Background: an optimization exercise with open tools, aiming at small area, a short achievable clock period and few clock cycles per item. Do not read the settings as production practice.
RTL that was checked went through simulation tests only; none was proved equivalent to the original.
Power and IR drop assume default switching activity.

==> inputs of v4 <==
==> flow/design.v (excerpt) <==
module serial_packet_framer_deframer_core #(
   parameter int TX_BUFFER_DEPTH = 256
) (
   input  logic       clock,
   input  logic       reset,
   input  logic       req_valid,
   output logic       req_ready,
   input  logic [2:0] req_action,
   input  logic [7:0] req_byte_value,
   input  logic [7:0] req_load_index,
   input  logic [7:0] req_tx_length,
   output logic       rsp_valid,
   input  logic       rsp_ready,
   output logic [1:0] rsp_kind,
   output logic [7:0] rsp_out_byte,
   output logic [7:0] rsp_position,
   output logic [7:0] rsp_packet_length,
   output logic       rsp_tx_busy
);
Settings: LEC_CHECK=0, ABC_CLOCK_PERIOD_IN_PS=2500, CAP_MARGIN=20, CORE_MARGIN=2, CORE_UTILIZATION=55, CTS_CLUSTER_DIAMETER=120, CTS_CLUSTER_SIZE=28, SETUP_SLACK_MARGIN=2.0, SLEW_MARGIN=20; clock period 5.0 ns.
run.sh (not shown) runs the stock make flow with config.mk's settings and CLKGATE_MAP_FILE= SYNTH_SCRIPT=/design/flow/synth_recipe.tcl, a recipe that flattens the netlist after the stock synthesis.
==> v5 (differences from v4) <==
--- a/flow/design.v
+++ b/flow/design.v
@@ -210,11 +210,12 @@
    logic [NSEG-1:1] ref_sel_ff;                    
    logic         ref_own_ff, ref_own_in;           
    logic [7:0]   ref_data;
    logic [2:0]   phase_inc;
    logic         consume;
-   assign phase_inc = phase_ff + 3'd1;
+   logic [2:0]   phase_inc_ff;
+   assign phase_inc = phase_inc_ff;
    assign consume   = act_ready && tx_active_ff && (tx_phase_ff == TXP_DATA);
    logic [7:0]   pos_inc;
    logic [4:0]   pos_hi, pos_hi_p1, pos_hi_p2;
    logic [4:0]   ref_seg_stay, ref_seg_step;
    logic         ref_own_stay, ref_own_step;
@@ -266,10 +267,11 @@
    assign ref_own_step = (!pos_in_head || pos_lo_max) && (phase_inc == pos_inc[2:0]);
    assign ref_seg_in   = act_start ? 5'd1 : consume ? ref_seg_step : ref_seg_stay;
    assign ref_own_in   = !act_start && (consume ? ref_own_step : ref_own_stay);
    logic [NPQ-1:0] pq_elig_ff, pq_elig_in;            
    logic [NPQ-1:0] pq_sel_ff, pq_sel, pq_due, pq_sel_in, pq_match, pq_hit;
+   logic         pq_direct;
    logic         ring_wr_en_ff;
    logic [4:0]   ring_wr_seg_ff, ring_wr_seg_in;
    logic [7:0]   ring_wr_data_ff, ring_wr_data_in;
    assign pq_sel       = pq_sel_ff;
    assign ring_wr_en   = ring_wr_en_ff;
@@ -287,20 +289,28 @@
          found        = found || pq_due[q];
          ring_wr_data_in = ring_wr_data_in | ({8{pq_sel_in[q]}}
                            & ((ring_load && pq_match[q]) ? req_byte_value : pq_data_ff[q]));
          ring_wr_seg_in  = ring_wr_seg_in  | ({5{pq_sel_in[q]}} & pq_idx_ff[q][7:3]);
       end
+      pq_direct = ring_load && !(|pq_match) && !found && (req_load_index[2:0] == phase_inc);
+      if (pq_direct) begin
+         ring_wr_data_in = req_byte_value;
+         ring_wr_seg_in  = req_load_index[7:3];
+      end
    end
    always_comb begin
       logic [7:0] fwd;
       fwd          = 8'd0;
       for (int q = 0; q < NPQ; q++) begin
          pq_hit[q]    = pq_elig_ff[q] && (pq_idx_ff[q][7:3] == ref_seg_ff);
          fwd          = fwd | ({8{pq_hit[q]}} & pq_data_ff[q]);
       end
+      if (ring_wr_en_ff && (ring_wr_seg_ff == ref_seg_ff)) begin
+         fwd = fwd | ring_wr_data_ff;
+      end
       ref_data   = fwd;
-      if (!(|pq_hit)) begin
+      if (!(|pq_hit) && !(ring_wr_en_ff && (ring_wr_seg_ff == ref_seg_ff))) begin
          for (int g = 1; g < NSEG; g++) begin
             ref_data = ref_data | ({8{ref_sel_ff[g]}} & tap[g]);
          end
       end
    end
@@ -313,11 +323,11 @@
       logic [NPQ-1:0] free;
       logic [NPQ-1:0] one, two;                  
       taken        = 1'b0;
       due_next     = 1'b0;
       for (int q = 0; q < NPQ; q++) begin
-         pq_alloc[q] = ring_load && !(|pq_match)
+         pq_alloc[q] = ring_load && !(|pq_match) && !pq_direct
                        && (!pq_valid_ff[q] || pq_sel[q]) && !taken;
          taken       = taken || !pq_valid_ff[q] || pq_sel[q];
          pq_valid_in[q] = (pq_valid_ff[q] && !pq_sel[q])
                           || (ring_load && pq_match[q]) || pq_alloc[q];
          pq_idx_in[q]   = pq_alloc[q] ? req_load_index : pq_idx_ff[q];
@@ -343,11 +353,12 @@
    assign wb_lo       = pos_in_head ? 3'd0 : tx_position_ff[2:0];
    assign load_in_win = ring_load
                         && (((req_load_index[7:3] == wb_hi) && (req_load_index[2:0] >= wb_lo))
                          || ((req_load_index[7:3] == wb_hi_p1) && (req_load_index[2:0] < wb_lo)));
    always_ff @(posedge clock) begin
-      phase_ff   <= phase_inc;
+      phase_ff     <= phase_ff + 3'd1;
+      phase_inc_ff <= phase_ff + 3'd2;
       ref_seg_ff <= ref_seg_in;
       ref_sel_ff <= act_start ? ref_sel_start : consume ? ref_sel_step : ref_sel_stay;
       ready_idle_ff <= pq_room_next && (reset || !(out_take ? accept : out_valid_ff));
       win_fwd_valid_ff <= load_in_win;
       win_fwd_slot_ff  <= req_load_index[2:0];
@@ -377,11 +388,11 @@
    end
    always_ff @(posedge clock) begin
       pq_valid_ff <= pq_valid_in;
       pq_elig_ff  <= pq_elig_in;
       pq_sel_ff   <= pq_sel_in;
-      ring_wr_en_ff   <= |pq_due;
+      ring_wr_en_ff   <= (|pq_due) || pq_direct;
       ring_wr_seg_ff  <= ring_wr_seg_in;
       ring_wr_data_ff <= ring_wr_data_in;
       for (int q = 0; q < NPQ; q++) begin
          if ((ring_load && pq_match[q]) || pq_alloc[q]) begin
             pq_data_ff[q] <= req_byte_value;
--- a/flow/config.mk
+++ b/flow/config.mk
@@ -8,8 +8,8 @@
 export ABC_CLOCK_PERIOD_IN_PS = 2500
 export CAP_MARGIN = 20
 export CORE_MARGIN = 2
 export CORE_UTILIZATION = 55
 export CTS_CLUSTER_DIAMETER = 120
-export CTS_CLUSTER_SIZE = 28
+export CTS_CLUSTER_SIZE = 26
 export SETUP_SLACK_MARGIN = 2.0
 export SLEW_MARGIN = 20
==> run summary <==
Outcome: v5 timing/DRC/antenna clean; v4 timing/DRC/antenna clean
Clock Network Area Fraction: v5 3.77%; v4 3.51%
Combinational cell fraction of total power: v5 4.1%; v4 0.7%
Filler cell count: v5 9264; v4 9037
Length of routed wiring on met1: v5 77300 um; v4 76800 um
Grt met1 use: v5 38.9%; v4 39.4%
Post-synthesis to final-layout area growth: v5 11.6%; v4 11.2%
Post-synthesis xor/xnor area fraction: v5 2.48%; v4 2.57%
Post-detailed-route wirelength per cell: v5 24.5 um; v4 24.7 um
Register-to-register setup slack: v5 1.95 ns; v4 1.93 ns
Nets in the synthesized netlist: v5 4653; v4 4568
Share of cell area taken by muxes after synthesis: v5 6.72%; v4 7.04%
Vias in the first global route: v5 33110; v4 32531
Average vias per placed instance: v5 5.43; v4 5.41
Final WL: v5 157000 um; v4 155000 um
Number of buffers added for setup after CTS: v5 37; v4 53
P_int: v5 24100 uW; v4 23100 uW
Iteration-0 DRC Markers: v5 3334; v4 3398
Number of different library cells in the post-synthesis netlist: v5 70; v4 76
Total inserted antenna cells: v5 1; v4 3
All-Layer GR Usage: v5 25.2%; v4 25.1%
Min setup slack post-route: v5 1.92 ns; v4 1.93 ns
Simple logic cell fraction of the synthesized area: v5 5.36%; v4 5.15%
Proportion of power drawn by the clock network: v5 30.5%; v4 31.5%
Slowest Stage Delay on Critical Path: v5 0.58 ns; v4 0.44 ns
Testbench counts of v5, summed over its fixed seeds: cycles 32,008, items 32,000.
No functional check of the RTL was part of v4.

-- afterwards: timing with drivers on the ports --
How much do the figures lean on ideal ports? The routed layouts below were timed once more, with nothing changed but the port constraints.
Step 1, drivers: a clkbuf_16 drives clock and a buf_2 each remaining input, both assumed.
Step 2 times the ports against the registers' clock, not the clock port: input delays grow and output delays shrink by t, the midpoint of the rising clock arrivals with the driver on.
a / b / c = no drivers / after step 1 / after step 2; a / b = the first two.
run	t, ns	setup WS [ns]	worst setup path after step 2
v4	0.774	1.932 / 1.932 / 1.273	input to register
v5	0.784	1.917 / 1.952 / 1.188	input to register
After both steps setup and hold are still met in every run listed. The setup slack of v5, which loses most, moves by +0.035 ns with the drivers and by -0.729 ns with both steps.
